From an optimization exercise on the open Yosys and OpenROAD flow, aimed at small area and a short achievable clock period; shortcuts taken in it are not production practice.
The RTL was checked by simulation tests, not by an equivalence proof against the original design.
Power and IR drop assume default switching activity.

==> design.v <==
module chunk_fifo #(
   parameter int DEPTH = 8,
   parameter int DW    = 256
) (
   input  logic          clk,
   input  logic          reset,
   input  logic          bus_val,
   input  logic          bus_sop,
   input  logic          bus_eop,
   input  logic [5:0]    bus_vbc,
   input  logic [DW-1:0] bus_data,
   output logic          bus_ready,
   output logic          bus_o_val,
   output logic          bus_o_sop,
   output logic          bus_o_eop,
   output logic [5:0]    bus_o_vbc,
   output logic [DW-1:0] bus_o_data,
   input  logic          bus_o_ready,
   output logic          idle,
   output logic          err,
   output logic [15:0]   pkt_cnt
);
   localparam int MD = DEPTH - 1;           
   localparam int EW = DW + 8;
   localparam logic S_IDLE   = 1'b0;
   localparam logic S_IN_PKT = 1'b1;
   logic [MD-1:0][EW-1:0] mem_q;
   logic [EW-1:0]         head_q, head_d, wr_entry;
   logic [MD-1:0]         wr_oh_q, wr_oh_d;       
   logic [MD-1:0]         rd_oh_q, rd_oh_d;       
   logic [MD-1:0]         mem_we_q, mem_we_d;     
   logic [MD-1:0]         mcnt_q, mcnt_d;         
   logic                  valid_q, valid_d;       
   logic                  ready_q, ready_d;
   logic                  wr_idle_q, wr_idle_d;   
   logic                  wr_inpkt_q, wr_inpkt_d; 
   logic                  idle_q, idle_d;
   logic                  state_q, state_d;
   logic                  err_q, err_d;
   logic [15:0]           pkt_cnt_q, pkt_cnt_d;
   logic accept, good, push, push_n, pop, refill, to_mem;
   logic [MD-1:0] we_if_mem, we_if_not;     
   logic [MD-1:0] cnt_if_mem, cnt_if_not;
   logic          rdy_if_mem, rdy_if_not;
   assign bus_ready  = ready_q;
   assign bus_o_val  = valid_q;
   assign bus_o_sop  = head_q[DW+7];
   assign bus_o_eop  = head_q[DW+6];
   assign bus_o_vbc  = head_q[DW+5:DW];
   assign bus_o_data = head_q[DW-1:0];
   assign idle       = idle_q;
   assign err        = err_q;
   assign pkt_cnt    = pkt_cnt_q;
   assign wr_entry = {bus_sop, bus_eop, bus_vbc, bus_data};
   chunk_fifo_wr_check u_check (
      .bus_val    (bus_val),
      .bus_sop    (bus_sop),
      .bus_eop    (bus_eop),
      .bus_vbc    (bus_vbc),
      .wr_idle_q  (wr_idle_q),
      .wr_inpkt_q (wr_inpkt_q),
      .good       (good),
      .push_n     (push_n)
   );
   assign push = ~push_n;
   always_comb begin
      accept = bus_val & ready_q;
      pop    = valid_q & bus_o_ready;
      refill = bus_o_ready & mcnt_q[0];
      to_mem = push & valid_q & (~bus_o_ready | mcnt_q[0]);
   end
   always_comb begin
      state_d = state_q;
      err_d   = 1'b0;
      if (accept) begin
         if (~good) begin
            state_d = S_IDLE;
            err_d   = 1'b1;
         end else begin
            state_d = bus_eop ? S_IDLE : S_IN_PKT;
         end
      end
   end
   always_comb begin
      cnt_if_mem = refill ? mcnt_q : {mcnt_q[MD-2:0], 1'b1};
      cnt_if_not = refill ? {1'b0, mcnt_q[MD-1:1]} : mcnt_q;
      we_if_mem  = {wr_oh_q[MD-2:0], wr_oh_q[MD-1]} & {MD{~cnt_if_mem[MD-1]}};
      we_if_not  = wr_oh_q & {MD{~cnt_if_not[MD-1]}};
      rdy_if_mem = ~cnt_if_mem[MD-1];
      rdy_if_not = ~(valid_q & cnt_if_not[MD-1]);
      wr_oh_d    = to_mem ? {wr_oh_q[MD-2:0], wr_oh_q[MD-1]} : wr_oh_q;
      rd_oh_d    = refill ? {rd_oh_q[MD-2:0], rd_oh_q[MD-1]} : rd_oh_q;
      mcnt_d     = to_mem ? cnt_if_mem : cnt_if_not;
      mem_we_d   = to_mem ? we_if_mem : we_if_not;
      ready_d    = to_mem ? rdy_if_mem : rdy_if_not;
      valid_d    = valid_q ? (~bus_o_ready | mcnt_q[0] | push) : push;
      idle_d     = ~valid_d & (state_d == S_IDLE);
      wr_idle_d  = ready_d & (state_d == S_IDLE);
      wr_inpkt_d = ready_d & (state_d == S_IN_PKT);
      pkt_cnt_d  = pkt_cnt_q;
      if (pop && head_q[DW+6] && (pkt_cnt_q != 16'hFFFF)) begin
         pkt_cnt_d = pkt_cnt_q + 16'd1;
      end
   end
   localparam int NS = 12;
   localparam int SW = (EW + NS - 1) / NS;
   for (genvar s = 0; s < NS; s++) begin : g_head
      localparam int LO = s * SW;
      localparam int W  = (LO + SW <= EW) ? SW : EW - LO;
      logic [MD*W-1:0] mem_s;
      for (genvar i = 0; i < MD; i++) begin : g_m
         assign mem_s[i*W +: W] = mem_q[i][LO +: W];
      end
      chunk_fifo_head_slice #(.W(W), .MD(MD)) u_slice (
         .reset       (reset),
         .push_n      (push_n),
         .bus_o_ready (bus_o_ready),
         .valid_q     (valid_q),
         .mem_ne_q    (mcnt_q[0]),
         .rd_oh_q     (rd_oh_q),
         .head_q      (head_q[LO +: W]),
         .mem_q       (mem_s),
         .wr_data     (wr_entry[LO +: W]),
         .head_d      (head_d[LO +: W])
      );
   end
   always_ff @(posedge clk) begin
      if (reset) begin
         wr_oh_q    <= MD'(1);
         rd_oh_q    <= MD'(1);
         mem_we_q   <= MD'(1);
         mcnt_q     <= '0;
         valid_q    <= 1'b0;
         ready_q    <= 1'b1;
         wr_idle_q  <= 1'b1;
         wr_inpkt_q <= 1'b0;
         idle_q     <= 1'b1;
         state_q    <= S_IDLE;
         err_q      <= 1'b0;
         pkt_cnt_q  <= '0;
      end else begin
         wr_oh_q    <= wr_oh_d;
         rd_oh_q    <= rd_oh_d;
         mem_we_q   <= mem_we_d;
         mcnt_q     <= mcnt_d;
         valid_q    <= valid_d;
         ready_q    <= ready_d;
         wr_idle_q  <= wr_idle_d;
         wr_inpkt_q <= wr_inpkt_d;
         idle_q     <= idle_d;
         state_q    <= state_d;
         err_q      <= err_d;
         pkt_cnt_q  <= pkt_cnt_d;
      end
   end
   always_ff @(posedge clk) begin
      head_q <= head_d;
   end
   always_ff @(posedge clk) begin
      for (int i = 0; i < MD; i++) begin
         if (mem_we_q[i]) mem_q[i] <= wr_entry;
      end
   end
endmodule
module chunk_fifo_wr_check (
   input  logic       bus_val,
   input  logic       bus_sop,
   input  logic       bus_eop,
   input  logic [5:0] bus_vbc,
   input  logic       wr_idle_q,
   input  logic       wr_inpkt_q,
   output logic       good,
   output logic       push_n
);
   logic lo_z0, lo_z1, lo_nz, vbc5_n, sop_n, g32_n, gsmall_n, vbc_bad, frame_n;
   chunk_fifo_g_nor3  u_z0 (.a(bus_vbc[0]), .b(bus_vbc[1]), .c(bus_vbc[2]), .y(lo_z0));
   chunk_fifo_g_nor2  u_z1 (.a(bus_vbc[3]), .b(bus_vbc[4]), .y(lo_z1));
   chunk_fifo_g_nand2 u_nz (.a(lo_z0), .b(lo_z1), .y(lo_nz));
   chunk_fifo_g_inv   u_i5 (.a(bus_vbc[5]), .y(vbc5_n));
   chunk_fifo_g_inv   u_is (.a(bus_sop), .y(sop_n));
   chunk_fifo_nand3   u_g32 (.a(bus_vbc[5]), .b(lo_z0), .c(lo_z1), .y(g32_n));
   chunk_fifo_nand3   u_gsm (.a(vbc5_n), .b(bus_eop), .c(lo_nz), .y(gsmall_n));
   chunk_fifo_g_and2  u_bad (.a(g32_n), .b(gsmall_n), .y(vbc_bad));
   chunk_fifo_g_a22oi u_fr (.a1(bus_sop), .a2(wr_idle_q), .b1(sop_n), .b2(wr_inpkt_q), .y(frame_n));
   chunk_fifo_g_nor2  u_good (.a(vbc_bad), .b(frame_n), .y(good));
   chunk_fifo_g_nand2 u_push (.a(bus_val), .b(good), .y(push_n));
endmodule
module chunk_fifo_head_slice #(
   parameter int W  = 22,
   parameter int MD = 7
) (
   input  logic            reset,
   input  logic            push_n,
   input  logic            bus_o_ready,
   input  logic            valid_q,
   input  logic            mem_ne_q,
   input  logic [MD-1:0]   rd_oh_q,
   input  logic [W-1:0]    head_q,
   input  logic [MD*W-1:0] mem_q,
   input  logic [W-1:0]    wr_data,
   output logic [W-1:0]    head_d
);
   logic sel_hold, sel_bus, head_busy;
   logic [MD-1:0] sel_mem;
   always_comb begin
      sel_hold = ~reset & valid_q & ~bus_o_ready;
      sel_mem  = {MD{~reset & bus_o_ready & mem_ne_q}} & rd_oh_q;
      head_busy = ~(~valid_q | (bus_o_ready & ~mem_ne_q));
   end
   chunk_fifo_g_nor3 u_sel_bus (.a(reset), .b(push_n), .c(head_busy), .y(sel_bus));
   for (genvar b = 0; b < W; b++) begin : g_bit
      logic [2:0] t;
      chunk_fifo_aoi222 u_t0 (
         .a1(sel_hold),   .b1(head_q[b]),
         .a2(sel_mem[0]), .b2(mem_q[0*W + b]),
         .a3(sel_mem[1]), .b3(mem_q[1*W + b]),
         .y (t[0])
      );
      chunk_fifo_aoi222 u_t1 (
         .a1(sel_mem[2]), .b1(mem_q[2*W + b]),
         .a2(sel_mem[3]), .b2(mem_q[3*W + b]),
         .a3(sel_mem[4]), .b3(mem_q[4*W + b]),
         .y (t[1])
      );
      chunk_fifo_aoi222 u_t2 (
         .a1(sel_mem[5]), .b1(mem_q[5*W + b]),
         .a2(sel_mem[6]), .b2(mem_q[6*W + b]),
         .a3(sel_bus),    .b3(wr_data[b]),
         .y (t[2])
      );
      chunk_fifo_nand3 u_or (.a(t[0]), .b(t[1]), .c(t[2]), .y(head_d[b]));
   end
endmodule
module chunk_fifo_aoi222 (
   input  logic a1, b1, a2, b2, a3, b3,
   output logic y
);
   assign y = ~((a1 & b1) | (a2 & b2) | (a3 & b3));
endmodule
module chunk_fifo_nand3 (
   input  logic a, b, c,
   output logic y
);
   assign y = ~(a & b & c);
endmodule
module chunk_fifo_g_inv (input logic a, output logic y);
   assign y = ~a;
endmodule
module chunk_fifo_g_nand2 (input logic a, b, output logic y);
   assign y = ~(a & b);
endmodule
module chunk_fifo_g_nor2 (input logic a, b, output logic y);
   assign y = ~(a | b);
endmodule
module chunk_fifo_g_nor3 (input logic a, b, c, output logic y);
   assign y = ~(a | b | c);
endmodule
module chunk_fifo_g_and2 (input logic a, b, output logic y);
   assign y = a & b;
endmodule
module chunk_fifo_g_a22oi (input logic a1, a2, b1, b2, output logic y);
   assign y = ~((a1 & a2) | (b1 & b2));
endmodule
==> flow/run.sh <==
#!/bin/bash
# Standard ORFS layout (the standard.sh, unchanged synthesis), except that the port
# buffers are sky130_fd_sc_hd__buf_2 instead of the delay-cell buffer buffer_ports picks
# by default. Every make/OpenROAD/Yosys log stays under orfs/logs; make's own output goes
# to flow_make.log in this folder.
set -euo pipefail
bash standard.sh "BUFFER_PORTS_ARGS=-buffer_cell sky130_fd_sc_hd__buf_2" finish > flow_make.log 2>&1
==> standard.sh <==
#!/bin/bash
# synth_recipe.tcl (not shown) runs the flow's synth.tcl, then flattens the netlist and writes it again
# the make line also repeats each setting of config.mk as NAME=value (left out here)
make -C /OpenROAD-flow-scripts/flow DESIGN_CONFIG=/design/flow/config.mk WORK_HOME=/design/flow/orfs CLKGATE_MAP_FILE= SYNTH_SCRIPT=/design/flow/synth_recipe.tcl "${@:-finish}"
==> config.mk <==
export PLATFORM = sky130hd
export DESIGN_NAME = chunk_fifo
export DESIGN_NICKNAME = chunk_fifo
export VERILOG_FILES = /design/flow/design.v
export SDC_FILE = /design/flow/constraint.sdc
export NUM_CORES = 4
export LEC_CHECK = 0
export CAP_MARGIN = 20
export CORE_MARGIN = 2
export CORE_UTILIZATION = 60
export SETUP_SLACK_MARGIN = 2.2
export SLEW_MARGIN = 20
export SYNTH_HIERARCHICAL = 1
export SYNTH_MINIMUM_KEEP_SIZE = 0
==> constraint.sdc <==
create_clock -name core_clock -period 4.2 [get_ports {clk}]
set_input_delay 0.8400 -clock core_clock [delete_from_list [all_inputs] [get_ports {clk}]]
set_output_delay 0.8400 -clock core_clock [all_outputs]
set_load 0.01 [all_outputs]
==> results of run 1 <==
==> final cells by class <==
| class | instances | area share [%] |
|---|---|---|
| antenna | 24 | 0.0673 |
| multi-input combinational | 1380 | 13.1 |
| inverter | 18 | 0.0757 |
| timing repair buffer | 772 | 7.56 |
| sequential | 2163 | 69.8 |
| clock inverter | 67 | 0.525 |
| clock buffer | 317 | 6.63 |
| tap | 1625 | 2.28 |
==> per-module statistics from Yosys, one instance, submodules excluded, excerpt <==
module	cells inside	flip-flops and latches	times used
chunk_fifo_g_nand2	1	0	2
chunk_fifo	2361	2163	1
chunk_fifo_g_nor2	1	0	2
chunk_fifo_g_nor3	1	0	13
chunk_fifo_nand3	1	0	266
chunk_fifo_aoi222	1	0	792
chunk_fifo_g_a22oi	1	0	1
chunk_fifo_g_and2	1	0	1
==> flip-flops by register name, indices dropped and copies added, names as in the netlist, 7 cells and up <==
register,flops
head_q,264
mcnt_q,7
mem_q,1848
mem_we_q,7
pkt_cnt_q,16
rd_oh_q,7
wr_oh_q,7
==> layout by cell type, fill, tap and decap left out, drive strengths merged, types with 2 or more instances in the layout <==
master / synthesis / final
a21oi: 31 / 31
o31ai: 3 / 3
and2: 4 / 4
o311ai: 3 / 3
or3: 2 / 2
a22oi: 11 / 11
nor3: 18 / 18
nor4b: 2 / 2
bufinv: 0 / 5
nand3: 287 / 287
a222oi: 792 / 792
diode: 0 / 24
clkbuf: 6 / 321
inv: 18 / 23
a21boi: 13 / 13
clkinvlp: 0 / 3
mux2: 4 / 4
or4: 3 / 3
nand2: 37 / 37
and3: 87 / 87
edfxtp: 1848 / 1848
clkinv: 0 / 54
nor2b: 16 / 16
nor2: 19 / 19
nand2b: 2 / 2
dfxtp: 315 / 315
nor4: 3 / 3
or2: 4 / 4
buf: 5 / 768
o21ai: 5 / 5
nand4: 7 / 7
o41ai: 3 / 3
nor3b: 12 / 12
and4: 2 / 2
==> worst register-to-register path: stages (launching register included) <==
cell,delay (ns)
dfxtp_4,0.40
buf_6,0.28
a21boi_1,0.31
nor3_4,0.05
buf_4,0.24
a222oi_1,0.40
nand3_1,0.14
==> what timing repair did <==
item                       CTS  global route
pin swaps                    3            42
setup endpoints to repair  657           555
buffers inserted            42            19
cloned                       0             4
resized for setup          724            61
hold endpoints to repair     0             0
hold buffers                 0             0
==> how the worst max path moves through the flow <==
stage,end,depth (start not counted)
4_1_cts,bus_o_eop,1
3_3_place_gp,head_q[240]$_DFF_P_,6
5_1_grt,bus_o_eop,1
6_report,bus_o_data[190],1
2_1_floorplan,mem_q[0]$_DFFE_PP_,0
3_5_place_dp,head_q[229]$_DFF_P_,6
==> routing by layer <==
| metal | share of wire, % | wire length [um] | track usage, % |
|---|---|---|---|
| met5 | 0.23 | 455 | 0 |
| met4 | 2.6 | 5100 | 9.33 |
| met3 | 12 | 22900 | 8.77 |
| met2 | 47 | 92300 | 47.4 |
| met1 | 38 | 73600 | 42.4 |
==> where the power goes <==
part | internal (mW) | total, mW | switching (mW)
clock network | 9.96 | 17.5 | 7.57
logic | 0.225 | 0.649 | 0.424
registers | 23.4 | 23.5 | 0.0653
==> through the flow <==
| step | power [mW] | utilization, % |
|---|---|---|
| floorplan | 24.1 | - |
| global placement | 24.5 | 65.6 |
| detailed placement | 24.5 | 65.6 |
| CTS | 41.8 | 73.1 |
| global route | 42.8 | 73.4 |
| finish | 41.7 | 73.5 |
==> cells by family (layout without fill, tap and decap cells) <==
family,Yosys count,after routing,share of synthesized area (%)
adders and majority gates,1,1,0.0171
muxes,5,5,0.0751
and+or+nand+nor,508,508,3.98
other,0,24,0
buffers and inverters,29,1174,0.157
DFF,2163,2163,84.3
AOI/OAI and AO/OA,866,866,11.5
==> qor.txt, run 1 <==
status = timing/DRC/antenna clean
Cells on Worst Hold Path = 1
die extent in y = 354 um
worst hold path class = in2reg
asr flop ratio synth = 0%
reg2reg path depth = 6
total track usage = 30.5%
Final #Nets = 4809
r2r setup slk = 2.24 ns
Post-synth top flop = edfxtp_1
final hold slack = 0.234 ns
Final Slew Violations = 0
final non-filler cell total = 6366
Critical path origin = head_q[190]$_DFF_P_
total CTS buffers = 205
Post-synth EDFFs = 1848
Period minus WS final = 2.19 ns
CTS tree = built
Worst R2R Start = valid_q$_SDFF_PP0_
setup tns final = 0 ns
slew at the pin with the worst max-slew slack = 1.16 ns
die area = 125000 sq um
grt total ovfl = 0
Max VDD drop = 0.445 mV
CTS max path bufs = 3
Initial Utilization = 60.3%
Cells after DPL = 5893
skew final = 0.0194 ns
pwr/cell area = 466 nW/um^2
filler instances = 7420
WL final = 194000 um
min setup slack post-route = 2.01 ns
Slowest-stage cell, CP = dfxtp_4
mapped cell area = 73300 sq um
post-synth top area share = 75.7%
number of routed nets with antenna violations = 0
synthesized netlist cell count = 3572
hold_sp = bus_vbc[2]
total core area = 122000 sq um
most frequent cell after synthesis = edfxtp_1
crit share post-route = 52.2%
Root Buffer = clkbuf_16
H-Tree Level Count = 4
Multi-input gate area = 11700 sq um
Slew headroom = 22.3%
Die W = 354 um
capturing point of the worst reg2reg path = head_q[199]$_DFF_P_
total iterations of the first detailed-routing run = 10
Arrival @ worst endpoint = 1.35 ns
number of synthesized register bits = 2163
final setup violating endpoints = 0
via count = 43.6k
max cap viols = 0
Fmax = 456 MHz
Iter 0 DRT Violations = 7842
leak pwr = 30.7 nW
layout cells sized above 1 = 30.1%
vias per cell = 6.85
top area cells in the synthesized netlist = edfxtp_1 76%, a222oi_1 11%, dfxtp_1 8.6%
post-synth net total = 3841
Num Clock Sinks = 2163
Layout area overhead = 21.8%
WP data required = 3.36 ns
IO Pins = 552
DP HPWL = 104000 um
top cells by count, synth = 1848 x edfxtp_1, 792 x a222oi_1, 315 x dfxtp_1, 286 x nand3_1, 85 x and3_1
clock network latency to the later pin of the worst-skew pair = 0.82 ns
post-route cell area = 89300 sq um
crit path max fanout = 2
initial antenna violation count = 75
slowest stage delay, CP = 0.41 ns
Crit. End Element = output pin
Min-Delay Endpoint = mem_q[1050]$_DFFE_PP_
Area after DPL = 79700 sq um
Seq. cell area = 62300 sq um
final hold violation count = 0
Site Rows = 128
startpoint types = flop
pin count of the biggest net entering global routing = 134
CP bufs+invs = 1
post-synthesis cell type count = 53
cell accounting for the most synthesized area = edfxtp_1
Top delay family on crit path = flip-flops
dpl ws = 1.13 ns
critical-path cell list = buf_6
wire length per cell = 30.5 um
synthesized area per cell = 20.5 sq um
Remaining DRCs = 0
vias in the first global route = 41.9k
Ys Warns = 8
RSZ-0062 raised after global routing = yes
routability cong. = 0.800
port bufs = 551
Reg clk slew, reported paths = 0.06 ns
kind of critical path = reg2out
sequential cell area fraction in the yosys report = 84.3%
global-route wire length before repair = 281000 um
==> run 2, diff against run 1 <==
--- a/config.mk
+++ b/config.mk
@@ -9,5 +9,7 @@
 export CORE_MARGIN = 2
 export CORE_UTILIZATION = 60
-export SETUP_SLACK_MARGIN = 2.2
+export CTS_CLUSTER_DIAMETER = 150
+export CTS_CLUSTER_SIZE = 30
+export SETUP_SLACK_MARGIN = 2.0
 export SLEW_MARGIN = 20
 export SYNTH_HIERARCHICAL = 1
==> qor.txt, run 2 <==
crit path max fanout = 2
sequential cell area fraction in the yosys report = 84.3%
asr flop ratio synth = 0%
Largest register FFs = 1848
most frequent cell after synthesis = edfxtp_1
CTS max path bufs = 3
final setup violating endpoints = 0
total net switching power = 6.56 mW
Post-synth EDFFs = 1848
Crit. End Element = output pin
startpoint types = flop
total CTS buffers = 82
worst hold path class = in2reg
final non-filler cell total = 6065
Layout area overhead = 12.4%
WP data required = 3.36 ns
synthesized netlist cell count = 3572
Slew headroom = 27.3%
top area cells in the synthesized netlist = edfxtp_1 76%, a222oi_1 11%, dfxtp_1 8.6%
slowest stage delay, CP = 0.45 ns
Final #Nets = 4633
critical-path cell list = buf_2
DP HPWL = 104000 um
die area = 125000 sq um
Max VDD drop = 0.384 mV
pin count of the biggest net entering global routing = 134
Remaining DRCs = 0
Clock power frac = 29.2%
number of synthesized register bits = 2163
cell accounting for the most synthesized area = edfxtp_1
via count = 42.2k
kind of critical path = reg2out
routability cong. = 0.800
Largest Register = mem_q
layout cells sized above 1 = 20.6%
WL final = 189000 um
Slowest-stage cell, CP = dfxtp_1
Site Rows = 128
Num Clock Sinks = 2163
Fmax = 460 MHz
top cells by count, synth = 1848 x edfxtp_1, 792 x a222oi_1, 315 x dfxtp_1, 286 x nand3_1, 85 x and3_1
die extent in y = 354 um
wire length per cell = 31.1 um
largest registers = mem_q x1848, head_q x264, pkt_cnt_q x16
Iter 0 DRT Violations = 7829
setup tns final = 0 ns
grt total ovfl = 0
Die W = 354 um
post-synthesis cell type count = 53
number of routed nets with antenna violations = 0
Post-synth top flop = edfxtp_1
hold buffers post-CTS = 0
vias in the first global route = 39.7k
Layout Utilization = 67.8%
Root Buffer = clkbuf_16
Logic pwr share = 1.8%
Seq. cell area = 61900 sq um
total iterations of the first detailed-routing run = 9
filler instances = 8140
dpl ws = 1.13 ns
synthesized area per cell = 20.5 sq um
initial antenna violation count = 79
H-Tree Level Count = 3
Sw Share = 19.3%
CTS tree = built
Internal Power = 27.4 mW
Period minus WS final = 2.18 ns
Final Slew Violations = 0
pwr/cell area = 412 nW/um^2
most frequent cells in the layout = 1848 x edfxtp_1, 792 x a222oi_1, 545 x buf_2
Ys Warns = 8
CP bufs+invs = 1
Initial Utilization = 60.3%
sequential share of power = 69.1%
slew at the pin with the worst max-slew slack = 1.09 ns
IO Pins = 552
crit share post-route = 51.8%
post-synth top area share = 75.7%
most common cell after layout, fill and taps aside = edfxtp_1
RSZ-0062 raised after global routing = no
min setup slack post-route = 2.02 ns
Reg clk slew, reported paths = 0.11 ns
Multi-input gate area = 11700 sq um
Top delay family on crit path = flip-flops
vias per cell = 6.97
final hold violation count = 0
leak pwr = 28.0 nW
port bufs = 551
total core area = 122000 sq um
max cap viols = 0
total track usage = 29.3%
post-synth net total = 3841
global-route wire length before repair = 271000 um
skew final = 0.0355 ns
mapped cell area = 73300 sq um
Cells after DPL = 5893
Arrival @ worst endpoint = 1.34 ns
status = timing/DRC/antenna clean
clock network latency to the later pin of the worst-skew pair = 0.72 ns
-- run 2: cell counts after synthesis --
Identical to the previous run, type by type.
-- run 2: path summary, 6_finish.rpt --
check / startpoint / to / slack [ns] / depth (start not counted)
worst max-delay path: head_q[117]$_DFF_P_ / bus_o_data[117] / 2.02 / 1
worst min-delay path: bus_data[25] / mem_q[289]$_DFFE_PP_ / 0.38 / 1
worst max register to register: rd_oh_q[5]$_SDFFE_PP0P_ / head_q[137]$_DFF_P_ / 2.06 / 5
worst min register to register: mem_q[818]$_DFFE_PP_ / head_q[26]$_DFF_P_ / 0.45 / 2
-- run 2: cell families after synthesis --
kind of cell	count (synthesis)	share of synthesized area, %
DFF	2163	84.3
AOI/OAI and AO/OA	866	11.5
and+or+nand+nor	508	3.98
buffers and inverters	29	0.157
muxes	5	0.0751
adders and majority gates	1	0.0171
-- run 2: layout make-up --
cell class / count / area share [%]
multi-input cells: 1382 / 14.2
clock buffers: 129 / 2.75
well taps: 1625 / 2.47
repair buffers: 717 / 5.28
inverters: 18 / 0.0820
clock inverters: 6 / 0.112
flip-flops and latches: 2163 / 75.1
diodes: 25 / 0.0759
-- run 2: routing by layer --
metal	vias up	wire length, um	GRT usage (%)
met3	313	21400	7.04
met5	-	467	0
met1	21500	73300	42.4
li1	18000	-	-
met2	2335	88400	45.1
met4	76	5000	8.60
-- run 2: metrics by stage --
step	power, mW	hold WS [ns]	area (sq um)
3_5_place_dp	24.5	0.452	79700
3_3_place_gp	24.5	0.449	79700
6_report	34.0	0.381	82400
4_1_cts	34.1	0.339	82200
2_1_floorplan	24.1	0.440	73500
5_1_grt	34.9	0.372	82400
-- run 2: repair_timing --
item / 4_1_cts / 5_1_grt
pin swaps: 0 / 11
setup endpoints to repair: 287 / 278
gates cloned: 0 / 2
resized for setup: 27 / 22
setup buffers: 7 / 3
endpoints found under the hold margin: 0 / 0
-- run 2: modules after synthesis, one instance, submodules excluded, excerpt --
module              cells  cell area (sq um)  flops+latches  times used
chunk_fifo           2361              63000           2163           1
chunk_fifo_g_a22oi      1               12.5              0           1
chunk_fifo_g_nor3       1               10.0              0          13
chunk_fifo_nand3        1               5.00              0         266
chunk_fifo_g_nand2      1               3.75              0           2
chunk_fifo_g_nor2       1               3.75              0           2
chunk_fifo_g_inv        1               3.75              0           2
-- run 2: power groups by stage --
| stage | sequential (mW) | clock, mW | combinational [mW] |
|---|---|---|---|
| 2_1_floorplan | 24.0 | 0 | 0.0991 |
| 3_3_place_gp | 23.9 | 0 | 0.558 |
| 3_5_place_dp | 23.9 | 0 | 0.581 |
| 4_1_cts | 23.5 | 10.1 | 0.589 |
| 5_1_grt | 23.5 | 10.8 | 0.659 |
| 6_report | 23.5 | 9.91 | 0.601 |
==> run 3, diff against run 2 <==
==> flow/run.sh (replaced) <==
#!/bin/bash
# Standard ORFS layout (the standard.sh, unchanged synthesis), except that the port
# buffers are sky130_fd_sc_hd__buf_1 instead of the delay-cell buffer buffer_ports picks
# by default. Every make/OpenROAD/Yosys log stays under orfs/logs; make's own output goes
# to flow_make.log in this folder.
set -euo pipefail
bash standard.sh "BUFFER_PORTS_ARGS=-buffer_cell sky130_fd_sc_hd__buf_1" finish > flow_make.log 2>&1
--- a/config.mk
+++ b/config.mk
@@ -8,5 +8,5 @@
 export CAP_MARGIN = 20
 export CORE_MARGIN = 2
-export CORE_UTILIZATION = 60
+export CORE_UTILIZATION = 70
 export CTS_CLUSTER_DIAMETER = 150
 export CTS_CLUSTER_SIZE = 30
==> qor.txt, run 3 <==
status = timing/DRC/antenna clean
die area = 107000 sq um
Site Rows = 118
Layout Utilization = 78.7%
largest registers = mem_q x1848, head_q x264, pkt_cnt_q x16
pin count of the biggest net entering global routing = 95
Logic pwr share = 1.7%
H-Tree Level Count = 3
Max VDD drop = 0.459 mV
routability cong. = 0.840
hold_sp = bus_vbc[4]
total track usage = 33.6%
CTS max path bufs = 3
Area after DPL = 78800 sq um
leak pwr = 26.4 nW
IO Pins = 552
grt total ovfl = 0
Final #Nets = 4637
vias in the first global route = 40.9k
kind of critical path = reg2reg
number of routed nets with antenna violations = 0
initial antenna violation count = 62
crit path max fanout = 12
Reg clk slew, reported paths = 0.12 ns
Root Buffer = clkbuf_16
Post-synth top flop = edfxtp_1
final setup violating endpoints = 0
global-route wire length before repair = 264000 um
worst hold path class = in2reg
skew final = 0.0342 ns
total iterations of the first detailed-routing run = 10
most common cell after layout, fill and taps aside = edfxtp_1
Internal Power = 27.4 mW
sequential cell area fraction in the yosys report = 84.3%
vias per cell = 7.36
via count = 42.9k
wire length per cell = 31.5 um
CTS tree = built
mapped cell area = 73300 sq um
sequential share of power = 69.4%
total CTS buffers = 82
die extent in y = 328 um
WL final = 184000 um
Ys Warns = 8
Clock power frac = 28.9%
critical-path cell list = and3_1 -> buf_4 -> a222oi_1 -> nand3_1
Initial Utilization = 70.7%
port bufs = 551
Worst R2R Start = rd_oh_q[6]$_SDFFE_PP0P_
Final Slew Violations = 0
number of synthesized register bits = 2163
Crit. End Element = flop
pwr/cell area = 414 nW/um^2
RSZ-0062 raised after global routing = no
asr flop ratio synth = 0%
Slew headroom = 23.0%
Cells after DPL = 5648
WP data required = 4.83 ns
synthesized area per cell = 20.5 sq um
post-synth top area share = 75.7%
max cap viols = 0
total core area = 104000 sq um
Sw Share = 19.0%
DP HPWL = 102000 um
layout cells sized above 1 = 9.57%
synthesized netlist cell count = 3572
slew at the pin with the worst max-slew slack = 1.15 ns
Remaining DRCs = 0
Tot Pwr = 33.8 mW
post-route cell area = 81600 sq um
startpoint types = flop
most frequent cells in the layout = 1848 x edfxtp_1, 792 x a222oi_1, 476 x buf_1
Fmax = 451 MHz
top cells by count, synth = 1848 x edfxtp_1, 792 x a222oi_1, 315 x dfxtp_1, 286 x nand3_1, 85 x and3_1
Period minus WS final = 2.22 ns
slowest stage delay, CP = 0.83 ns
hold buffers post-CTS = 0
setup tns final = 0 ns
final non-filler cell total = 5828
Num Clock Sinks = 2163
clock network latency to the later pin of the worst-skew pair = 0.71 ns
Critical path origin = rd_oh_q[6]$_SDFFE_PP0P_
Iter 0 DRT Violations = 8368
crit share post-route = 52.8%
Largest register FFs = 1848
most frequent cell after synthesis = edfxtp_1
total net switching power = 6.44 mW
cell accounting for the most synthesized area = edfxtp_1
Slowest-stage cell, CP = dfxtp_1
post-synthesis cell type count = 53
top area cells in the synthesized netlist = edfxtp_1 76%, a222oi_1 11%, dfxtp_1 8.6%
Post-synth EDFFs = 1848
Largest Register = mem_q
Die W = 328 um
Arrival @ worst endpoint = 2.85 ns
Layout area overhead = 11.3%
final hold violation count = 0
post-synth net total = 3841
## run 3: changes by cell type in the layout (fill, tap and decap cells not counted), sizes merged
cell	delta
nand2	-2
buf	-20
clkbuf	+30
nor3	+1
diode	+2
inv	-3
## run 3: modules after synthesis, one instance, submodules excluded, excerpt
module              cells inside  times used  cell area [sq um]  flip-flops and latches
chunk_fifo_g_inv               1           2               3.75                       0
chunk_fifo_aoi222              1         792               10.0                       0
chunk_fifo_g_nor3              1          13               10.0                       0
chunk_fifo_g_a22oi             1           1               12.5                       0
chunk_fifo_g_nand2             1           2               3.75                       0
chunk_fifo_g_nor2              1           2               3.75                       0
chunk_fifo_g_and2              1           1               6.26                       0
chunk_fifo                  2361           1              63000                    2163
chunk_fifo_nand3               1         266               5.00                       0
## run 3: cell families (layout without fill, tap and decap cells)
| logic type | Yosys count | in the layout | synth area share (%) |
|---|---|---|---|
| flops | 2163 | 2163 | 84.3 |
| compound gates | 866 | 866 | 11.5 |
| simple gates | 508 | 509 | 3.98 |
| buf+inv | 29 | 877 | 0.157 |
| mux | 5 | 5 | 0.0751 |
| fa+ha+maj | 1 | 1 | 0.0171 |
| other cells | 0 | 27 | 0 |
## run 3: path summary, 6_finish.rpt
kind / cells past startpoint / end / slack (ns)
worst max-delay path: 4 / head_q[178]$_DFF_P_ / 1.98
worst min-delay path: 1 / mem_q[524]$_DFFE_PP_ / 0.43
worst max register to register: 4 / head_q[178]$_DFF_P_ / 1.98
worst min register to register: 2 / head_q[176]$_DFF_P_ / 0.48
## run 3: through the flow
step                      worst slack [ns]  hold WS (ns)
after floorplan                       1.71         0.440
after global placement               0.756         0.454
after detailed placement             0.697         0.454
after CTS                             2.00         0.430
after global routing                  2.00         0.428
final                                 1.98         0.429
## run 3: power groups by stage
stage,clock network [mW],logic [mW],registers [mW]
final,9.78,0.564,23.5
after global routing,10.5,0.616,23.5
after CTS,9.84,0.553,23.5
after detailed placement,0,0.533,23.9
after global placement,0,0.503,23.9
after floorplan,0,0.0991,24.0
## run 3: area by class of cell
cell class | count | area (sq um)
Clock inverter | 3 | 55.1
Multi-Input combinational cell | 1381 | 11600
Antenna cell | 27 | 67.6
Clock buffer | 134 | 2290
Sequential cell | 2163 | 61900
Inverter | 18 | 67.6
Fill cell | 5711 | 22000
Tap cell | 1380 | 1730
Timing Repair Buffer | 722 | 3910
## run 3: critical path: cells and delay by family (launching register included)
family / cells / cell delay (ns)
simple gates: 2 / 0.86
buf+inv: 1 / 0.33
compound gates: 1 / 0.10
flops: 1 / 0.83
## run 3: what timing repair did
action                                  in CTS  in global routing
pin swaps                                    2                  5
gates resized for setup                     79                 42
buffers inserted                            15                  0
endpoints found under the setup margin     339                285
cloned                                       1                  0
endpoints found under the hold margin        0                  0
## run 3: routing by layer
metal | vias up | global-route usage (%) | share of wire (%)
met2 | 3000 | 52.9 | 48
met3 | 378 | 8.33 | 13
met5 | - | 0 | 0.22
met1 | 21400 | 46.4 | 35
met4 | 66 | 12.8 | 3.7
li1 | 18100 | - | -
==> run 4, diff against run 3 <==
--- a/config.mk
+++ b/config.mk
@@ -6,11 +6,11 @@
 export NUM_CORES = 4
 export LEC_CHECK = 0
-export CAP_MARGIN = 20
+export CAP_MARGIN = 5
 export CORE_MARGIN = 2
-export CORE_UTILIZATION = 70
+export CORE_UTILIZATION = 65
 export CTS_CLUSTER_DIAMETER = 150
 export CTS_CLUSTER_SIZE = 30
 export SETUP_SLACK_MARGIN = 2.0
-export SLEW_MARGIN = 20
+export SLEW_MARGIN = 5
 export SYNTH_HIERARCHICAL = 1
 export SYNTH_MINIMUM_KEEP_SIZE = 0
==> qor.txt, run 4 <==
critical-path cell list = buf_1
Num Clock Sinks = 2163
post-synthesis cell type count = 53
most frequent cell after synthesis = edfxtp_1
pin count of the biggest net entering global routing = 99
post-synth top area share = 75.7%
total net switching power = 6.53 mW
Period minus WS final = 2.17 ns
top area cells in the synthesized netlist = edfxtp_1 76%, a222oi_1 11%, dfxtp_1 8.6%
startpoint types = flop
Final #Nets = 4629
final hold slack = 0.431 ns
leak pwr = 26.4 nW
hold_sp = bus_vbc[3]
WL final = 187000 um
Cells on Worst Hold Path = 1
Root Buffer = clkbuf_16
slew at the pin with the worst max-slew slack = 1.06 ns
sequential share of power = 69.2%
RSZ-0062 raised after global routing = no
Cells after DPL = 5764
Internal Power = 27.4 mW
Post-synth EDFFs = 1848
cell accounting for the most synthesized area = edfxtp_1
CTS max path bufs = 3
most common cell after layout, fill and taps aside = edfxtp_1
layout cells sized above 1 = 10.1%
global-route wire length before repair = 269000 um
capturing point of the worst reg2reg path = head_q[193]$_DFF_P_
kind of critical path = reg2out
grt total ovfl = 0
Fmax = 461 MHz
max cap viols = 0
total CTS buffers = 82
total core area = 112000 sq um
mapped cell area = 73300 sq um
pwr/cell area = 415 nW/um^2
synthesized area per cell = 20.5 sq um
setup tns final = 0 ns
wire length per cell = 31.5 um
IO Pins = 552
Site Rows = 123
reg2reg path depth = 5
CP bufs+invs = 1
Logic pwr share = 1.6%
Min-Delay Endpoint = mem_q[1315]$_DFFE_PP_
die extent in y = 340 um
Clock power frac = 29.2%
vias in the first global route = 40.4k
total track usage = 31.7%
post-synth net total = 3841
crit share post-route = 51.7%
Ys Warns = 8
Layout area overhead = 11.5%
slowest stage delay, CP = 0.34 ns
Remaining DRCs = 0
skew final = 0.0246 ns
Initial Utilization = 65.4%
Post-synth top flop = edfxtp_1
port bufs = 551
Slowest-stage cell, CP = dfxtp_1
initial antenna violation count = 50
final non-filler cell total = 5941
most frequent cells in the layout = 1848 x edfxtp_1, 792 x a222oi_1, 462 x buf_1
Iter 0 DRT Violations = 8393
Arrival @ worst endpoint = 1.33 ns
H-Tree Level Count = 3
DP HPWL = 104000 um
Reg clk slew, reported paths = 0.11 ns
vias per cell = 7.10
Largest register FFs = 1848
Die W = 340 um
status = timing/DRC/antenna clean
CTS tree = built
Slew headroom = 29.4%
Largest Register = mem_q
asr flop ratio synth = 0%
top cells by count, synth = 1848 x edfxtp_1, 792 x a222oi_1, 315 x dfxtp_1, 286 x nand3_1, 85 x and3_1
final setup violating endpoints = 0
largest registers = mem_q x1848, head_q x264, pkt_cnt_q x16
routability cong. = 0.807
Final Slew Violations = 0
Crit. End Element = output pin
number of routed nets with antenna violations = 0
clock network latency to the later pin of the worst-skew pair = 0.72 ns
synthesized netlist cell count = 3572
Max VDD drop = 0.440 mV
via count = 42.2k
number of synthesized register bits = 2163
die area = 116000 sq um
Worst R2R Start = rd_oh_q[1]$_SDFFE_PP0P_
WP data required = 3.36 ns
sequential cell area fraction in the yosys report = 84.3%
r2r setup slk = 2.07 ns
total iterations of the first detailed-routing run = 10
Top delay family on crit path = flip-flops
Sw Share = 19.3%
final hold violation count = 0
worst hold path class = in2reg
crit path max fanout = 2
-- run 4: cell counts after synthesis --
No cell type changed its count.
-- run 4: cell families after synthesis --
family / synth area share (%)
DFF: 84.3
AOI/OAI and AO/OA: 11.5
and+or+nand+nor: 3.98
buffers and inverters: 0.157
muxes: 0.0751
adders and majority gates: 0.0171
-- run 4: worst max-delay path by stage --
stage                                 startpoint                  end  slack, ns  cells after the start
after global placement               bus_o_ready  head_q[101]$_DFF_P_       0.85                      5
final                        head_q[142]$_DFF_P_      bus_o_data[142]       2.03                      1
after floorplan           mem_we_q[0]$_SDFF_PP1_   mem_q[0]$_DFFE_PP_       1.71                      0
after detailed placement             bus_o_ready   head_q[70]$_DFF_P_       0.74                      5
after global routing         head_q[185]$_DFF_P_      bus_o_data[185]       2.00                      1
after CTS                     valid_q$_SDFF_PP0_            bus_o_val       1.83                      1
-- run 4: area by class of cell --
type / instances / area [sq um]
sequential: 2163 / 61900
antenna: 24 / 60.1
tap: 1500 / 1880
clock inverter: 3 / 55.1
fill: 6866 / 30500
timing repair buffer: 715 / 3860
clock buffer: 138 / 2300
multi-input combinational: 1380 / 11600
inverter: 18 / 67.6
-- run 4: power groups by stage --
stage          Combinational [mW]  Clock (mW)  Sequential, mW
5_1_grt                     0.613        10.7            23.5
4_1_cts                     0.547        10.0            23.5
3_3_place_gp                0.513           0            23.9
6_report                    0.559        9.89            23.5
3_5_place_dp                0.535           0            23.9
2_1_floorplan              0.0991           0            24.0
-- run 4: routing by layer --
layer	vias to the layer above	track usage [%]	share of wire, %
met5	-	0	0.16
met4	48	9.98	3.0
met3	311	7.75	13
met2	2576	49.5	48
met1	21200	44.9	36
li1	18000	-	-
-- run 4: Yosys stat by module, one instance, submodules excluded, a selection --
module              area (sq um)  times used  cells  flops+latches
chunk_fifo_aoi222           10.0         792      1              0
chunk_fifo_g_nand2          3.75           2      1              0
chunk_fifo_g_a22oi          12.5           1      1              0
chunk_fifo_g_nor2           3.75           2      1              0
chunk_fifo_g_nor3           10.0          13      1              0
chunk_fifo_g_and2           6.26           1      1              0
chunk_fifo                 63000           1   2361           2163
-- run 4: timing repair --
action,CTS,global route
setup buffers,8,4
hold endpoints to repair,0,0
pin swaps,2,9
endpoints found under the setup margin,350,311
hold buffers,0,0
gates resized for setup,91,59
-- run 4: metrics by stage --
stage	setup WS [ns]	cell area [sq um]	utilization [%]	power, mW
final	2.03	81700	72.8	33.9
after global routing	2.00	81700	72.8	34.8
after CTS	1.83	81500	72.6	34.0
after detailed placement	0.736	78900	70.3	24.5
after global placement	0.846	78900	70.3	24.5
after floorplan	1.71	73500	-	24.1
==> run 5, diff against run 4 <==
--- a/config.mk
+++ b/config.mk
@@ -6,5 +6,5 @@
 export NUM_CORES = 4
 export LEC_CHECK = 0
-export CAP_MARGIN = 5
+export CAP_MARGIN = 20
 export CORE_MARGIN = 2
 export CORE_UTILIZATION = 65
@@ -12,5 +12,6 @@
 export CTS_CLUSTER_SIZE = 30
 export SETUP_SLACK_MARGIN = 2.0
-export SLEW_MARGIN = 5
+export SLEW_MARGIN = 20
 export SYNTH_HIERARCHICAL = 1
 export SYNTH_MINIMUM_KEEP_SIZE = 0
+export TNS_END_PERCENT = 10
==> qor.txt, run 5 <==
Period minus WS final = 2.29 ns
grt total ovfl = 0
IO Pins = 552
vias in the first global route = 40.3k
Tot Pwr = 33.9 mW
final non-filler cell total = 5940
initial antenna violation count = 52
routability cong. = 0.807
pin count of the biggest net entering global routing = 99
Reg clk slew, reported paths = 0.11 ns
setup tns final = 0 ns
Fmax = 437 MHz
crit path max fanout = 2
global-route wire length before repair = 269000 um
port bufs = 551
WP data required = 3.36 ns
via count = 42.1k
die area = 116000 sq um
Slew headroom = 29.4%
mapped cell area = 73300 sq um
H-Tree Level Count = 3
top area cells in the synthesized netlist = edfxtp_1 76%, a222oi_1 11%, dfxtp_1 8.6%
startpoint types = flop
Iter 0 DRT Violations = 8443
final hold violation count = 0
Remaining DRCs = 0
critical-path cell list = buf_1
asr flop ratio synth = 0%
final hold slack = 0.427 ns
most common cell after layout, fill and taps aside = edfxtp_1
Final Slew Violations = 0
leak pwr = 26.1 nW
Area after DPL = 78900 sq um
Largest Register = mem_q
crit share post-route = 54.4%
synthesized area per cell = 20.5 sq um
synthesized netlist cell count = 3572
slew at the pin with the worst max-slew slack = 1.06 ns
Top delay family on crit path = buffers and inverters
Initial Utilization = 65.4%
clock network latency to the later pin of the worst-skew pair = 0.72 ns
WL final = 187000 um
largest registers = mem_q x1848, head_q x264, pkt_cnt_q x16
worst hold path class = in2reg
Max VDD drop = 0.440 mV
sequential cell area fraction in the yosys report = 84.3%
Arrival @ worst endpoint = 1.45 ns
Cells after DPL = 5764
Final #Nets = 4630
CTS tree = built
Largest register FFs = 1848
most frequent cells in the layout = 1848 x edfxtp_1, 792 x a222oi_1, 540 x buf_1
Post-synth EDFFs = 1848
post-synth top area share = 75.7%
Die W = 340 um
Crit. End Element = output pin
number of synthesized register bits = 2163
top cells by count, synth = 1848 x edfxtp_1, 792 x a222oi_1, 315 x dfxtp_1, 286 x nand3_1, 85 x and3_1
wire length per cell = 31.4 um
post-synthesis cell type count = 53
Site Rows = 123
layout cells sized above 1 = 8.04%
post-synth net total = 3841
status = timing/DRC/antenna clean
RSZ-0062 raised after global routing = yes
Post-synth top flop = edfxtp_1
total iterations of the first detailed-routing run = 10
vias per cell = 7.09
total CTS buffers = 82
CP bufs+invs = 1
total track usage = 31.6%
max cap viols = 0
most frequent cell after synthesis = edfxtp_1
cell accounting for the most synthesized area = edfxtp_1
Num Clock Sinks = 2163
slowest stage delay, CP = 0.38 ns
skew final = 0.0258 ns
post-route cell area = 81600 sq um
Layout area overhead = 11.2%
kind of critical path = reg2out
Ys Warns = 8
Slowest-stage cell, CP = buf_1
die extent in y = 340 um
CTS max path bufs = 3
Root Buffer = clkbuf_16
pwr/cell area = 416 nW/um^2
total core area = 112000 sq um
number of routed nets with antenna violations = 0
final setup violating endpoints = 0
DP HPWL = 104000 um
[run 5: routing by layer]
layer  GRT usage, %  up-vias  share of wire (%)
li1               -    18000                  -
met5              0        -               0.19
met1           44.7    21200                 36
met2           49.4     2585                 48
met4           10.0       56                3.0
met3           7.97      303                 13
[run 5: logic make-up after synthesis]
family | count (synthesis) | share of synthesized area [%]
compound gates | 866 | 11.5
fa+ha+maj | 1 | 0.0171
buf+inv | 29 | 0.157
flops | 2163 | 84.3
mux | 5 | 0.0751
simple gates | 508 | 3.98
[run 5: metrics by stage]
step	utilization, %	setup slack [ns]
3_5_place_dp	70.3	0.736
2_1_floorplan	-	1.71
5_1_grt	72.7	1.84
4_1_cts	72.5	1.82
6_report	72.7	1.91
3_3_place_gp	70.3	0.846
[run 5: area by class of cell]
| type | instances | area [sq um] |
|---|---|---|
| Sequential cell | 2163 | 61800 |
| Inverter | 18 | 67.6 |
| Clock inverter | 3 | 55.1 |
| Clock buffer | 138 | 2300 |
| Timing Repair Buffer | 714 | 3690 |
| Tap cell | 1500 | 1880 |
| Multi-Input combinational cell | 1382 | 11700 |
| Antenna cell | 22 | 55.1 |
| Fill cell | 6863 | 30600 |
[run 5: power by group]
group          leakage, nW  switching, mW  internal (mW)  total [mW]
Clock                 1.12           6.06           3.84        9.89
Sequential            19.6         0.0566           23.4        23.5
Combinational         5.38          0.421          0.134       0.555
Total                 26.1           6.53           27.4        33.9
[run 5: worst register-to-register path: stages (launching register included)]
cell and delay, ns:
dfxtp_1 0.69, buf_4 0.38, and3_1 0.52, buf_4 0.29
a222oi_1 0.11, nand3_1 0.10
[run 5: Yosys stat by module (local to each module, per instance), excerpt]
module,times used,cells,flops+latches,area (sq um)
chunk_fifo_g_nand2,2,1,0,3.75
chunk_fifo_g_inv,2,1,0,3.75
chunk_fifo_g_a22oi,1,1,0,12.5
chunk_fifo_aoi222,792,1,0,10.0
chunk_fifo_g_nor2,2,1,0,3.75
chunk_fifo_nand3,266,1,0,5.00
chunk_fifo,1,2361,2163,63000
chunk_fifo_g_nor3,13,1,0,10.0
chunk_fifo_g_and2,1,1,0,6.26
[run 5: repair_timing]
action / CTS / global route
endpoints found under the setup margin: 350 / 374
setup buffers: 3 / 8
hold buffers: 0 / 0
pin swaps: 1 / 7
gates resized for setup: 22 / 21
gates cloned: 0 / 2
[run 5: worst paths after layout]
| path | cells past startpoint | to | start | slack (ns) |
|---|---|---|---|---|
| hold reg to reg | 2 | head_q[206]$_DFF_P_ | mem_q[998]$_DFFE_PP_ | 0.47 |
| hold / removal | 1 | mem_q[1844]$_DFFE_PP_ | bus_vbc[4] | 0.43 |
| setup reg to reg | 5 | head_q[193]$_DFF_P_ | rd_oh_q[1]$_SDFFE_PP0P_ | 2.04 |
| setup / recovery | 1 | bus_o_data[193] | head_q[193]$_DFF_P_ | 1.91 |
==> run 6, diff against run 5 <==
--- a/config.mk
+++ b/config.mk
@@ -15,3 +15,2 @@
 export SYNTH_HIERARCHICAL = 1
 export SYNTH_MINIMUM_KEEP_SIZE = 0
-export TNS_END_PERCENT = 10
==> qor.txt, run 6 <==
status = timing/DRC/antenna clean
die area = 116000 sq um
Crit. End Element = output pin
initial antenna violation count = 50
post-synth net total = 3841
Final Slew Violations = 0
Num Clock Sinks = 2163
port bufs = 551
crit share post-route = 51.7%
routability cong. = 0.807
pin count of the biggest net entering global routing = 99
largest registers = mem_q x1848, head_q x264, pkt_cnt_q x16
Period minus WS final = 2.17 ns
Largest register FFs = 1848
final setup violating endpoints = 0
most frequent cells in the layout = 1848 x edfxtp_1, 792 x a222oi_1, 462 x buf_1
synthesized netlist cell count = 3572
pwr/cell area = 415 nW/um^2
mapped cell area = 73300 sq um
total track usage = 31.7%
max cap viols = 0
top area cells in the synthesized netlist = edfxtp_1 76%, a222oi_1 11%, dfxtp_1 8.6%
Ys Warns = 8
Initial Utilization = 65.4%
total iterations of the first detailed-routing run = 10
grt total ovfl = 0
skew final = 0.0246 ns
vias in the first global route = 40.4k
Layout area overhead = 11.5%
worst hold path class = in2reg
startpoint types = flop
via count = 42.2k
total core area = 112000 sq um
Top delay family on crit path = flip-flops
kind of critical path = reg2out
slowest stage delay, CP = 0.34 ns
r2r setup slk = 2.07 ns
Multi-input gate area = 11600 sq um
Met2 Routed Length = 89700 um
CP bufs+invs = 1
Arrival @ worst endpoint = 1.33 ns
setup tns final = 0 ns
Die W = 340 um
Remaining DRCs = 0
IO Pins = 552
most frequent cell after synthesis = edfxtp_1
number of routed nets with antenna violations = 0
Reg clk slew, reported paths = 0.11 ns
filler instances = 6866
post-synthesis cell type count = 53
critical-path cell list = buf_1
CTS max path bufs = 3
die extent in y = 340 um
post-synth top area share = 75.7%
Max VDD drop = 0.440 mV
Final #Nets = 4629
Tot Pwr = 33.9 mW
cell accounting for the most synthesized area = edfxtp_1
WP data required = 3.36 ns
Seq. cell area = 61900 sq um
sequential cell area fraction in the yosys report = 84.3%
dpl ws = 0.736 ns
asr flop ratio synth = 0%
DRT met1 WL = 67800 um
total CTS buffers = 82
CTS tree = built
wire length per cell = 31.5 um
Fmax = 461 MHz
leak pwr = 26.4 nW
RSZ-0062 raised after global routing = no
vias per cell = 7.10
global-route wire length before repair = 269000 um
Iter 0 DRT Violations = 8393
min setup slack post-route = 2.03 ns
final non-filler cell total = 5941
WL final = 187000 um
number of synthesized register bits = 2163
final hold slack = 0.431 ns
Site Rows = 123
Slowest-stage cell, CP = dfxtp_1
crit path max fanout = 2
layout cells sized above 1 = 10.1%
synthesized area per cell = 20.5 sq um
most common cell after layout, fill and taps aside = edfxtp_1
DP HPWL = 104000 um
Root Buffer = clkbuf_16
clock network latency to the later pin of the worst-skew pair = 0.72 ns
final hold violation count = 0
Cells after DPL = 5764
slew at the pin with the worst max-slew slack = 1.06 ns
hold buffers post-CTS = 0
Post-synth top flop = edfxtp_1
Highest Signal Layer = met5
routed wl met3 = 23600 um
Slew headroom = 29.4%
Largest Register = mem_q
top cells by count, synth = 1848 x edfxtp_1, 792 x a222oi_1, 315 x dfxtp_1, 286 x nand3_1, 85 x and3_1
Post-synth EDFFs = 1848
H-Tree Level Count = 3
run 6: changes by cell type in the layout (fill, tap and decap cells not counted), sizes merged:
cell	before	now
buf	704	684
diode	22	24
and2b	2	1
clkbuf	148	169
nand2	38	37
run 6: through the flow:
| step | instance area (sq um) | utilization, % |
|---|---|---|
| 5_1_grt | 81700 | 72.8 |
| 4_1_cts | 81500 | 72.6 |
| 2_1_floorplan | 73500 | - |
| 3_3_place_gp | 78900 | 70.3 |
| 6_report | 81700 | 72.8 |
| 3_5_place_dp | 78900 | 70.3 |
run 6: cells by family after synthesis:
group                    after synthesis  share of synthesized area, %
AND/OR/NAND/NOR                      508                          3.98
AO/OA/AOI/OAI                        866                          11.5
adder cells (fa/ha/maj)                1                        0.0171
buffers and inverters                 29                         0.157
flip-flops                          2163                          84.3
multiplexers                           5                        0.0751
run 6: worst paths after layout:
path,startpoint,end,cells past startpoint
hold / removal,bus_vbc[3],mem_q[1315]$_DFFE_PP_,1
setup reg to reg,rd_oh_q[1]$_SDFFE_PP0P_,head_q[193]$_DFF_P_,5
setup / recovery,head_q[142]$_DFF_P_,bus_o_data[142],1
hold reg to reg,mem_q[998]$_DFFE_PP_,head_q[206]$_DFF_P_,2
run 6: power by group:
part           total, mW  switching (mW)  internal, mW
clock network       9.89            6.05          3.84
registers           23.5          0.0567          23.4
logic              0.559           0.420         0.139
run 6: worst register-to-register path: cells and delay by family, from the launching register on:
kind,cells,cell delay [ns]
DFF,1,0.66
AOI/OAI and AO/OA,1,0.12
buffers and inverters,2,0.67
and+or+nand+nor,2,0.62
run 6: cell type report:
class | instances | share of cell area [%]
Sequential cell | 2163 | 75.7
Multi-Input combinational cell | 1380 | 14.2
Timing Repair Buffer | 715 | 4.73
Clock buffer | 138 | 2.82
Tap cell | 1500 | 2.30
Inverter | 18 | 0.0827
Antenna cell | 24 | 0.0735
Clock inverter | 3 | 0.0674
run 6: layer usage:
layer  vias up  GRT usage (%)
li1      18000              -
met1     21200           44.9
met2      2576           49.5
met3       311           7.75
met4        48           9.98
met5         -              0
run 6: what timing repair did:
| item | 4_1_cts | 5_1_grt |
|---|---|---|
| setup endpoints to repair | 350 | 311 |
| gates cloned | 0 | 0 |
| buffers inserted | 8 | 4 |
| pin swaps | 2 | 9 |
| gates resized for setup | 91 | 59 |
run 6: modules after synthesis (local to each module, per instance), a selection:
module	flops+latches	times used	area [sq um]	cells inside
chunk_fifo	2163	1	63000	2361
chunk_fifo_aoi222	0	792	10.0	1
chunk_fifo_g_a22oi	0	1	12.5	1
chunk_fifo_g_and2	0	1	6.26	1
chunk_fifo_g_inv	0	2	3.75	1
chunk_fifo_g_nand2	0	2	3.75	1
chunk_fifo_g_nor2	0	2	3.75	1
chunk_fifo_g_nor3	0	13	10.0	1
chunk_fifo_nand3	0	266	5.00	1
==> run 7, diff against run 6 <==
--- a/config.mk
+++ b/config.mk
@@ -11,5 +11,5 @@
 export CTS_CLUSTER_DIAMETER = 150
 export CTS_CLUSTER_SIZE = 30
-export SETUP_SLACK_MARGIN = 2.0
+export SETUP_SLACK_MARGIN = 2.05
 export SLEW_MARGIN = 20
 export SYNTH_HIERARCHICAL = 1
==> qor.txt, run 7 <==
Initial Utilization = 65.4%
CP bufs+invs = 3
wire length per cell = 31.6 um
top cells by count, synth = 1848 x edfxtp_1, 792 x a222oi_1, 315 x dfxtp_1, 286 x nand3_1, 85 x and3_1
crit share post-route = 52.2%
leak pwr = 26.9 nW
die area = 116000 sq um
kind of critical path = in2reg
post-synthesis cell type count = 53
clock network latency to the later pin of the worst-skew pair = 0.72 ns
initial antenna violation count = 52
most common cell after layout, fill and taps aside = edfxtp_1
Num Clock Sinks = 2163
Final Slew Violations = 0
adder-cell share of the synthesized area = 0.0171%
CP most frequent cell = buf_12
hold buffers post-CTS = 0
total iterations of the first detailed-routing run = 9
Top delay family on crit path = simple AND/OR/NAND/NOR gates
status = timing/DRC/antenna clean
number of routed nets with antenna violations = 0
Fmax = 456 MHz
filler instances = 6798
setup tns final = 0 ns
Synth Area in Simple Gates = 3.98%
Crit. End Element = flop
asr flop ratio synth = 0%
Ys Warns = 8
vias in the first global route = 40.3k
via count = 42.5k
most frequent cell after synthesis = edfxtp_1
critical-path cell list = buf_12 -> nor3_4 -> buf_4 -> nand3_2 -> and2_4 -> nor2_4 -> buf_12 -> nand2_8 -> and2b_4 -> o22ai_4 -> a221o_1
post-synthesis compound-gate area fraction = 11.5%
final setup violating endpoints = 0
dpl ws = 0.736 ns
Final #Nets = 4647
largest family of logic cells by synthesized area = compound AO/OA/AOI/OAI gates
final hold violation count = 0
number of synthesized register bits = 2163
post-synthesis xor/xnor area fraction = 0%
largest registers = mem_q x1848, head_q x264, pkt_cnt_q x16
CTS tree = built
crit path max fanout = 8
r2r setup slk = 2.07 ns
slowest stage delay, CP = 0.41 ns
port bufs = 551
Post-synth EDFFs = 1848
pwr/cell area = 412 nW/um^2
total track usage = 31.8%
multiplexer area fraction after synthesis = 0.0751%
Reg clk slew, reported paths = 0.11 ns
Area after DPL = 78900 sq um
Period minus WS final = 2.19 ns
startpoint types = input pin
min setup slack post-route = 2.01 ns
Die W = 340 um
synthesized area per cell = 20.5 sq um
worst hold path class = in2reg
cell accounting for the most synthesized area = edfxtp_1
Arrival @ worst endpoint = 2.79 ns
RSZ-0062 raised after global routing = yes
post-synth net total = 3841
post-route cell area = 82400 sq um
grt total ovfl = 0
H-Tree Level Count = 3
vias per cell = 7.13
mapped cell area = 73300 sq um
IO Pins = 552
WL final = 188000 um
layout cells sized above 1 = 13.1%
Largest Register = mem_q
Layout Utilization = 73.4%
Slew headroom = 28.2%
pin count of the biggest net entering global routing = 99
slew at the pin with the worst max-slew slack = 1.08 ns
sequential cell area fraction in the yosys report = 84.3%
Largest register FFs = 1848
Root Buffer = clkbuf_16
CTS max path bufs = 3
Remaining DRCs = 0
max cap viols = 0
routability cong. = 0.807
final hold slack = 0.330 ns
total core area = 112000 sq um
global-route wire length before repair = 270000 um
Max VDD drop = 0.439 mV
synthesized netlist cell count = 3572
Layout area overhead = 12.4%
total CTS buffers = 82
top area cells in the synthesized netlist = edfxtp_1 76%, a222oi_1 11%, dfxtp_1 8.6%
most frequent cells in the layout = 1848 x edfxtp_1, 792 x a222oi_1, 385 x buf_1
Post-synth top flop = edfxtp_1
post-synth top area share = 75.7%
Slowest-stage cell, CP = and2b_4
DP HPWL = 104000 um
skew final = 0.0262 ns
die extent in y = 340 um
Iter 0 DRT Violations = 8407
Site Rows = 123
WP data required = 4.80 ns
## run 7: cell types whose count changed in the layout (fill, tap and decap cells not counted), moves of 19 or more
cell,change
dfxtp_1,-28
buf_1,-77
buf_2,+43
buf_4,+19
dfxtp_2,+19
## run 7: path summary, 6_finish.rpt
path / from / end / depth (start not counted)
worst max-delay path: bus_vbc[2] / mem_we_q[0]$_SDFF_PP1_ / 11
worst min-delay path: bus_vbc[2] / mem_q[1842]$_DFFE_PP_ / 1
worst max register to register: rd_oh_q[1]$_SDFFE_PP0P_ / head_q[101]$_DFF_P_ / 4
worst min register to register: mem_q[998]$_DFFE_PP_ / head_q[206]$_DFF_P_ / 2
## run 7: Yosys stat by module (local to each module, per instance), a selection
| module | area (sq um) | cells inside | copies in the design | flops+latches |
|---|---|---|---|---|
| chunk_fifo | 63000 | 2361 | 1 | 2163 |
| chunk_fifo_g_a22oi | 12.5 | 1 | 1 | 0 |
| chunk_fifo_aoi222 | 10.0 | 1 | 792 | 0 |
| chunk_fifo_g_nor3 | 10.0 | 1 | 13 | 0 |
| chunk_fifo_g_and2 | 6.26 | 1 | 1 | 0 |
| chunk_fifo_nand3 | 5.00 | 1 | 266 | 0 |
| chunk_fifo_g_inv | 3.75 | 1 | 2 | 0 |
| chunk_fifo_g_nand2 | 3.75 | 1 | 2 | 0 |
| chunk_fifo_g_nor2 | 3.75 | 1 | 2 | 0 |
## run 7: timing repair
action,CTS,global route
setup endpoints to repair,436,354
gates cloned,0,7
pin swaps,2,75
resized for setup,196,147
buffers inserted,12,11
## run 7: power breakdown
group | switching [mW] | leakage (nW) | internal [mW]
sequential | 0.0565 | 19.6 | 23.4
clock | 6.05 | 1.12 | 3.83
combinational | 0.430 | 6.18 | 0.155
total | 6.53 | 26.9 | 27.4
## run 7: per-stage QoR
stage	power, mW	cells
after floorplan	24.1	3572
final	33.9	5961
after global routing	34.8	5952
after detailed placement	24.5	5764
after CTS	34.0	5917
after global placement	24.5	5764
## run 7: cell families (layout without fill, tap and decap cells)
kind of cell / count (synthesis) / in the layout
buffers and inverters: 29 / 891
other: 0 / 26
muxes: 5 / 5
adders and majority gates: 1 / 1
AOI/OAI and AO/OA: 866 / 866
and+or+nand+nor: 508 / 509
DFF: 2163 / 2163
## run 7: metal layers
layer	global-route usage, %	share of wire, %
met5	0	0.17
met4	9.76	2.8
met3	7.87	13
met2	49.7	48
met1	45.0	36
## run 7: cell type report
type | count | area, sq um | share of cell area (%)
sequential | 2163 | 61900 | 75.2
multi-input combinational | 1381 | 11800 | 14.3
timing repair buffer | 732 | 4350 | 5.28
clock buffer | 138 | 2300 | 2.80
tap | 1500 | 1880 | 2.28
inverter | 18 | 67.6 | 0.0820
antenna | 26 | 65.1 | 0.0790
clock inverter | 3 | 55.1 | 0.0668
==> run 8, diff against run 7 <==
--- a/config.mk
+++ b/config.mk
@@ -11,5 +11,5 @@
 export CTS_CLUSTER_DIAMETER = 150
 export CTS_CLUSTER_SIZE = 30
-export SETUP_SLACK_MARGIN = 2.05
+export SETUP_SLACK_MARGIN = 1.95
 export SLEW_MARGIN = 20
 export SYNTH_HIERARCHICAL = 1
==> qor.txt, run 8 <==
status = timing/DRC/antenna clean
cell accounting for the most synthesized area = edfxtp_1
routability cong. = 0.807
post-synthesis cell type count = 53
Post-synth EDFFs = 1848
final hold violation count = 0
Crit. End Element = output pin
Final Slew Violations = 0
Most Crowded Layer GR = met2
Largest register FFs = 1848
total core area = 112000 sq um
CTS tree = built
synthesized netlist cell count = 3572
largest registers = mem_q x1848, head_q x264, pkt_cnt_q x16
total iterations of the first detailed-routing run = 10
post-synth net total = 3841
startpoint types = flop
setup tns final = 0 ns
port bufs = 551
RSZ-0062 raised after global routing = yes
Area after DPL = 78900 sq um
Final #Nets = 4632
top cells by count, synth = 1848 x edfxtp_1, 792 x a222oi_1, 315 x dfxtp_1, 286 x nand3_1, 85 x and3_1
Top delay family on crit path = flip-flops
H-Tree Level Count = 3
kind of critical path = reg2out
vias in the first global route = 40.3k
number of synthesized register bits = 2163
max cap viols = 0
CP bufs+invs = 1
slowest stage delay, CP = 0.35 ns
WP data required = 3.36 ns
total CTS buffers = 82
IO Pins = 552
Slew headroom = 28.4%
Reg clk slew, reported paths = 0.11 ns
leak pwr = 26.2 nW
slew at the pin with the worst max-slew slack = 1.07 ns
Max VDD drop = 0.441 mV
asr flop ratio synth = 0%
Tot Pwr = 33.9 mW
crit path max fanout = 2
clock network latency to the later pin of the worst-skew pair = 0.72 ns
Layout area overhead = 11.3%
Site Rows = 123
grt total ovfl = 0
hold buffers post-CTS = 0
Fmax = 453 MHz
vias per cell = 7.12
most frequent cells in the layout = 1848 x edfxtp_1, 792 x a222oi_1, 508 x buf_1
sequential cell area fraction in the yosys report = 84.3%
number of routed nets with antenna violations = 0
met1 GRT Util = 44.8%
initial antenna violation count = 52
Arrival @ worst endpoint = 1.37 ns
Layout Utilization = 72.8%
most frequent cell after synthesis = edfxtp_1
mapped cell area = 73300 sq um
Post-synth top flop = edfxtp_1
DP HPWL = 104000 um
Initial Utilization = 65.4%
Die W = 340 um
met3 Use GR = 7.94%
Iter 0 DRT Violations = 8390
wire length per cell = 31.5 um
crit share post-route = 52.5%
worst hold path class = in2reg
Remaining DRCs = 0
Root Buffer = clkbuf_16
Ys Warns = 8
post-synth top area share = 75.7%
Period minus WS final = 2.21 ns
final setup violating endpoints = 0
most common cell after layout, fill and taps aside = edfxtp_1
synthesized area per cell = 20.5 sq um
layout cells sized above 1 = 8.87%
Slowest-stage cell, CP = dfxtp_1
Largest Register = mem_q
CTS max path bufs = 3
total track usage = 31.7%
WL final = 187000 um
post-route cell area = 81600 sq um
via count = 42.3k
met2 Use GR = 49.4%
die extent in y = 340 um
skew final = 0.0251 ns
top area cells in the synthesized netlist = edfxtp_1 76%, a222oi_1 11%, dfxtp_1 8.6%
pin count of the biggest net entering global routing = 99
Num Clock Sinks = 2163
critical-path cell list = buf_1
global-route wire length before repair = 269000 um
pwr/cell area = 415 nW/um^2
die area = 116000 sq um
run 8: cell counts after synthesis:
No cell type changed its count.
run 8: final cells by class:
class | instances | area [sq um]
multi-input cells | 1381 | 11600
clock inverters | 3 | 55.1
fillers | 6876 | 30600
well taps | 1500 | 1880
clock buffers | 138 | 2300
flip-flops and latches | 2163 | 61800
repair buffers | 717 | 3780
inverters | 18 | 67.6
diodes | 21 | 52.6
run 8: modules after synthesis, one instance, submodules excluded, a selection:
module              flip-flops and latches  cell area (sq um)  cells  copies in the design
chunk_fifo_g_and2                        0               6.26      1                     1
chunk_fifo_nand3                         0               5.00      1                   266
chunk_fifo_g_a22oi                       0               12.5      1                     1
chunk_fifo_g_nor3                        0               10.0      1                    13
chunk_fifo_aoi222                        0               10.0      1                   792
chunk_fifo_g_inv                         0               3.75      1                     2
chunk_fifo                            2163              63000   2361                     1
chunk_fifo_g_nand2                       0               3.75      1                     2
chunk_fifo_g_nor2                        0               3.75      1                     2
run 8: what timing repair did:
item	CTS	global route
endpoints found under the setup margin	304	299
pin swaps	2	3
hold endpoints to repair	0	0
gates resized for setup	46	34
cloned	1	0
buffers inserted	6	8
run 8: kinds of logic after synthesis:
family                     count (synthesis)  share of synthesized area (%)
DFF                                     2163                           84.3
and+or+nand+nor                          508                           3.98
AOI/OAI and AO/OA                        866                           11.5
buffers and inverters                     29                          0.157
muxes                                      5                         0.0751
adders and majority gates                  1                         0.0171
run 8: final timing paths:
kind                                         startpoint               endpoint  slack [ns]  cells after the start
worst max-delay path                head_q[232]$_DFF_P_        bus_o_data[232]        1.99                      1
worst min-delay path                         bus_vbc[3]  mem_q[1315]$_DFFE_PP_        0.43                      1
worst max register to register  rd_oh_q[0]$_SDFFE_PP1P_     head_q[47]$_DFF_P_        2.06                      5
worst min register to register     mem_q[998]$_DFFE_PP_    head_q[206]$_DFF_P_        0.47                      2
run 8: worst register-to-register path, delay by kind of cell (launching register included):
family,cells,cell delay [ns]
buf+inv,2,0.72
compound gates,1,0.12
flops,1,0.65
simple gates,2,0.59
run 8: where the power goes:
group          switching, mW  internal [mW]
Clock                   6.05           3.84
Sequential            0.0569           23.4
Combinational          0.422          0.137
Total                   6.53           27.4
run 8: metal layers:
metal	wire [um]	vias up
met2	90300	2496
met5	353	-
met1	68200	21400
li1	-	18000
met4	5430	56
met3	22800	311
run 8: per-stage QoR:
step | cells | hold WS, ns | worst slack, ns
4_1_cts | 5912 | 0.416 | 1.83
2_1_floorplan | 3572 | 0.440 | 1.71
5_1_grt | 5937 | 0.423 | 1.91
6_report | 5941 | 0.427 | 1.99
3_3_place_gp | 5764 | 0.443 | 0.846
3_5_place_dp | 5764 | 0.450 | 0.736

## static timing again, ports no longer ideal
No port has a modelled driver above. Below, the same layouts with a new extraction and two added sets of constraints. Step 1, drivers: a clkbuf_16 drives clk and a buf_2 each remaining input, both assumed. Step 2 also shifts input and output timing later by t, the mid clock arrival at the registers, as if the neighbouring blocks saw the same clock. a / b / c = ideal / step 1 / step 2; a / b = the first two.
run | t, ns | setup slack, ns
run 1 | 0.893 | 2.008 / 1.925 / 1.323
run 2 | 0.782 | 2.025 / 1.943 / 1.315
run 3 | 0.770 | 1.982 / 1.952 / 1.272
run 4 | 0.781 | 2.031 / 1.955 / 1.317
run 5 | 0.780 | 1.914 / 1.838 / 1.258
run 6 | 0.781 | 2.031 / 1.955 / 1.317
run 7 | 0.784 | 2.008 / 1.990 / 1.246
run 8 | 0.784 | 1.993 / 1.918 / 1.273
After both steps setup and hold are still met in every run listed.
